From an optimization exercise on the open Yosys and OpenROAD flow, aimed at small area, a short achievable clock period and few clock cycles; shortcuts taken in it are not production practice. Function was checked by simulation only, so behaviour that the tests miss may differ from the original.

## JK
// raster_top
module raster_top (
    input  logic                clk_i,
    input  logic                nrst_i,
    input  raster_pkg::addr_t   s_awaddr_i,
    input  logic                s_awvalid_i,
    output logic                s_awready_o,
    input  logic [31:0]         s_wdata_i,
    input  logic                s_wvalid_i,
    output logic                s_wready_o,
    output logic                s_bvalid_o,
    input  logic                s_bready_i,
    input  raster_pkg::addr_t   s_araddr_i,
    input  logic                s_arvalid_i,
    output logic                s_arready_o,
    output logic [31:0]         s_rdata_o,
    output logic                s_rvalid_o,
    input  logic                s_rready_i
);
    function automatic logic [47:0] rca48(input logic [47:0] a, input logic [47:0] b, input logic ci);
        logic c;
        c = ci;
        for (int i = 0; i < 48; i++) begin
            rca48[i] = a[i] ^ b[i] ^ c;
            c = (a[i] & b[i]) | (a[i] & c) | (b[i] & c);
        end
    endfunction
    function automatic logic [32:0] rca33(input logic [32:0] a, input logic [32:0] b, input logic ci);
        logic c;
        c = ci;
  ...
For scale: about 7300 cells after synthesis, roughly 770 flip-flops, about 88 I/O pins, ~61000 um2 of cells after synthesis.
==> flow/config.mk <==
export PLATFORM = sky130hd
export DESIGN_NAME = raster_top
export DESIGN_NICKNAME = raster_top
export VERILOG_FILES = /design/flow/design.v
export SDC_FILE = /design/flow/constraint.sdc
export NUM_CORES = 8
export LEC_CHECK = 0
export ABC_AREA = 1
export ABC_CLOCK_PERIOD_IN_PS = 40000
export CAP_MARGIN = 20
export CELL_PAD_IN_SITES_DETAIL_PLACEMENT = 1
export CELL_PAD_IN_SITES_GLOBAL_PLACEMENT = 2
export CORE_MARGIN = 2
export CORE_UTILIZATION = 35
export CTS_CLUSTER_DIAMETER = 150
export CTS_CLUSTER_SIZE = 16
export GPL_ROUTABILITY_DRIVEN = 1
export SLEW_MARGIN = 20
==> flow/constraint.sdc <==
create_clock -name core_clock -period 220.0 [get_ports {clk_i}]
set_input_delay 44.0000 -clock core_clock [delete_from_list [all_inputs] [get_ports {clk_i}]]
set_output_delay 44.0000 -clock core_clock [all_outputs]
set_load 0.01 [all_outputs]
standard.sh (not shown) runs the stock make flow with config.mk's settings and CLKGATE_MAP_FILE= SYNTH_SCRIPT=/design/flow/synth_recipe.tcl, a recipe that flattens the netlist after the stock synthesis.
==> flow/flow/run.sh <==
#!/bin/bash
# Own flow: the standard layout (standard.sh, unchanged synthesis) with
# two changes: port buffers are buf_2 instead of the default delay buffer,
# and the timing repair steps improve every path whose slack is below the
# margin, so the paths from the inputs and to the outputs get sized too.
set -o pipefail
export BUFFER_PORTS_ARGS="-buffer_cell sky130_fd_sc_hd__buf_2"
export SETUP_SLACK_MARGIN=174.6
bash standard.sh > standard.log 2>&1
JK: flow completed, timing, DRC and antenna clean
Testbench counts of JK, summed over its fixed seeds: cycles 33,452.
diff inputs: JK => MS
diff --git a/flow/design.v b/flow/design.v
--- a/flow/design.v
+++ b/flow/design.v
@@ -73,15 +73,15 @@
         logic [16:0] d;
         d = rca17({a[15], a}, ~{b[15], b}, 1'b1);
         slt16 = d[16];
     endfunction
     localparam logic [31:0] ONE = 32'h0001_0000;
     logic [31:0] vx0, vy0, vx1, vy1, vx2, vy2;
     logic        bvalid_q, rvalid_q, rpend_q;
-    logic [2:0]  rpaddr_q;
+    logic [3:0]  rpaddr_q;
     logic [31:0] rdata_q;
     logic        start_q, pop_q, vwr_q;
     logic        busy_q, culled_q, fast_q, fresh_q, cdone_q, cullr_q;
     logic        walk_q, tval_q, krdy_q, tdrdy_q;
     logic [3:0]  cnt_q, skip_q;
     logic        headv_q;
     logic [5:0]  pcnt_q;
@@ -364,55 +364,60 @@
     assign rw_slow = !fast_q && pop_q && !cap_h && (cnt_n != 4'd0);
     assign rewind = rw_fast || rw_slow;
     logic        tstep;
     logic [47:0] t0_step, t1_step;
     assign tstep = adv && !at_end && fast_q;
     assign t0_step = rca48(t0_q, !tstep ? 48'd0 : at_xend ? {{5{td0_q[42]}}, td0_q} : {{10{k1_q[37]}}, k1_q}, 1'b0);
     assign t1_step = rca48(t1_q, !tstep ? 48'd0 : at_xend ? td1_q : {{10{k3_q[37]}}, k3_q}, 1'b0);
-    logic wr, rd;
+    logic wr, rd, head_wait;
     logic [31:0] rmux, fmux;
     logic [3:0]  ra;
     logic arbsy_q, awrdy_q, arrdy_q;
     assign s_awready_o = awrdy_q;
     assign s_wready_o = awrdy_q;
     assign s_arready_o = arrdy_q;
     assign s_bvalid_o = bvalid_q;
     assign s_rvalid_o = rvalid_q;
     assign s_rdata_o = rdata_q;
     assign wr = s_awvalid_i && s_wvalid_i && awrdy_q;
     assign rd = s_arvalid_i && arrdy_q;
+    assign head_wait = (cnt_q != 4'd0) && !headv_q;
     logic [31:0] hl2;
     assign hl2 = rca32(~hl0_q, ~hl1_q, 1'b1) + 32'h0001_0001;
     logic [31:0] pos;
     assign pos = {(cnt_q != 4'd0), 6'd0, hy_q, 7'd0, hx_q};
     always_comb begin
         case (rpaddr_q)
-            3'd2: fmux = vx0;
-            3'd3: fmux = vy0;
-            3'd4: fmux = vx1;
-            3'd5: fmux = vy1;
-            3'd6: fmux = vx2;
-            default: fmux = vy2;
+            4'd2: fmux = vx0;
+            4'd3: fmux = vy0;
+            4'd4: fmux = vx1;
+            4'd5: fmux = vy1;
+            4'd6: fmux = vx2;
+            4'd7: fmux = vy2;
+            4'd8: fmux = pos;
+            4'd9: fmux = hl0_q;
+            4'd10: fmux = hl1_q;
+            default: fmux = hl2;
         endcase
     end
     assign ra = s_araddr_i[5:2];
     always_comb begin
         if (ra[3]) begin
             if (ra[2]) rmux = 32'd0;
             else case (ra[1:0])
                 2'd0: rmux = pos;
                 2'd1: rmux = hl0_q;
                 2'd2: rmux = hl1_q;
                 default: rmux = hl2;
             endcase
         end else rmux = (ra[2:0] == 3'd1) ? {20'd0, cnt_q, 6'd0, culled_q, busy_q} : 32'd0;
     end
-    logic rslow, hw_d;
-    assign rslow = !ra[3] && (ra[2] || ra[1]);
-    assign hw_d = (cnt_n != 4'd0) && !(cap_h || (headv_q && !pop_q));
+    logic pwait, rslow;
+    assign pwait = (rpaddr_q[3:2] == 2'b10) && head_wait;
+    assign rslow = (!ra[3] && (ra[2] || ra[1])) || (ra[3:2] == 2'b10 && head_wait);
     always_ff @(posedge clk_i or negedge nrst_i) begin
         if (!nrst_i) begin
             bvalid_q <= 1'b0;
             rvalid_q <= 1'b0;
             arbsy_q <= 1'b0;
             awrdy_q <= 1'b0;
             arrdy_q <= 1'b0;
@@ -420,36 +425,38 @@
             start_q <= 1'b0;
             pop_q <= 1'b0;
             vwr_q <= 1'b0;
         end else begin
             if (wr) bvalid_q <= 1'b1;
             else if (s_bready_i) bvalid_q <= 1'b0;
             awrdy_q <= !(wr || (bvalid_q && !s_bready_i));
-            arrdy_q <= !(rd || hw_d || (arbsy_q && !(!rpend_q && rvalid_q && s_rready_i)));
+            arrdy_q <= !(rd || (arbsy_q && !(!rpend_q && rvalid_q && s_rready_i)));
             start_q <= wr && (s_awaddr_i[5:2] == 4'd0) && s_wdata_i[0];
             pop_q <= wr && (s_awaddr_i[5:2] == 4'd12) && (cnt_q != 4'd0);
             vwr_q <= wr && !s_awaddr_i[5] && (s_awaddr_i[4] || s_awaddr_i[3]);
             if (rd) begin
                 arbsy_q <= 1'b1;
                 if (rslow) rpend_q <= 1'b1;
                 else rvalid_q <= 1'b1;
             end else if (rpend_q) begin
-                rpend_q <= 1'b0;
-                rvalid_q <= 1'b1;
+                if (!pwait) begin
+                    rpend_q <= 1'b0;
+                    rvalid_q <= 1'b1;
+                end
             end else if (rvalid_q && s_rready_i) begin
                 rvalid_q <= 1'b0;
                 arbsy_q <= 1'b0;
             end
         end
     end
     always_ff @(posedge clk_i) begin
         if (!arbsy_q) begin
             rdata_q <= rmux;
-            rpaddr_q <= ra[2:0];
-        end else if (rpend_q) rdata_q <= fmux;
+            rpaddr_q <= ra;
+        end else if (rpend_q && !pwait) rdata_q <= fmux;
         if (wr) begin
             case (s_awaddr_i[5:2])
                 4'd2: vx0 <= s_wdata_i;
                 4'd3: vy0 <= s_wdata_i;
                 4'd4: vx1 <= s_wdata_i;
                 4'd5: vy1 <= s_wdata_i;
                 4'd6: vx2 <= s_wdata_i;
[summary]
Via count: MS vs JK up 4.1%. Wire length on met3, MS and JK, higher one = MS. Compared with JK, in MS total number of sequential cells flat, post-cts resize count shows an increase of 23. Transition time of the tightest slew-check pin delta for MS relative to JK: 53 ps lower. Of MS and JK, it is MS that has the higher time the worst path needs with I/O delays and setup. Compared MS vs JK, and adder-cell share of the synthesized area is down in MS. MS vs. JK: fmax about even, detailed-route wire length per cell rose about 5.6%, cell area after layout rose about 1.4%.
Testbench counts of MS, summed over its fixed seeds: cycles 33,452.

[re-timing with driven ports]
Ports are ideal in the flow. The routed layouts listed here were re-timed in OpenROAD.
Step 1 assumes that a clkbuf_16 drives the clock port and a buf_2 every other input.
Step 2 moves the port delays by t, midway between the first and last clock arrival at a register: inputs arrive t later, outputs are due t later. That takes back most of the time a late clock gives input paths.
Slacks: ideal ports / drivers / drivers and shift; pairs: ideal ports / drivers.
| run | t (ns) | slack for setup (ns) | clock arrival spread, ns | slew at the worst register clock pin (ns) |
|---|---|---|---|---|
| JK | 0.846 | 174.521 / 174.428 / 173.914 | 0.054 / 0.054 | 0.10 / 0.10 |
| MS | 0.839 | 174.478 / 174.384 / 173.713 | 0.042 / 0.041 | 0.10 / 0.10 |
After both steps every run listed still meets setup and hold. The setup slack of MS, which loses most, moves by -0.094 ns with the drivers and by -0.765 ns with both steps.
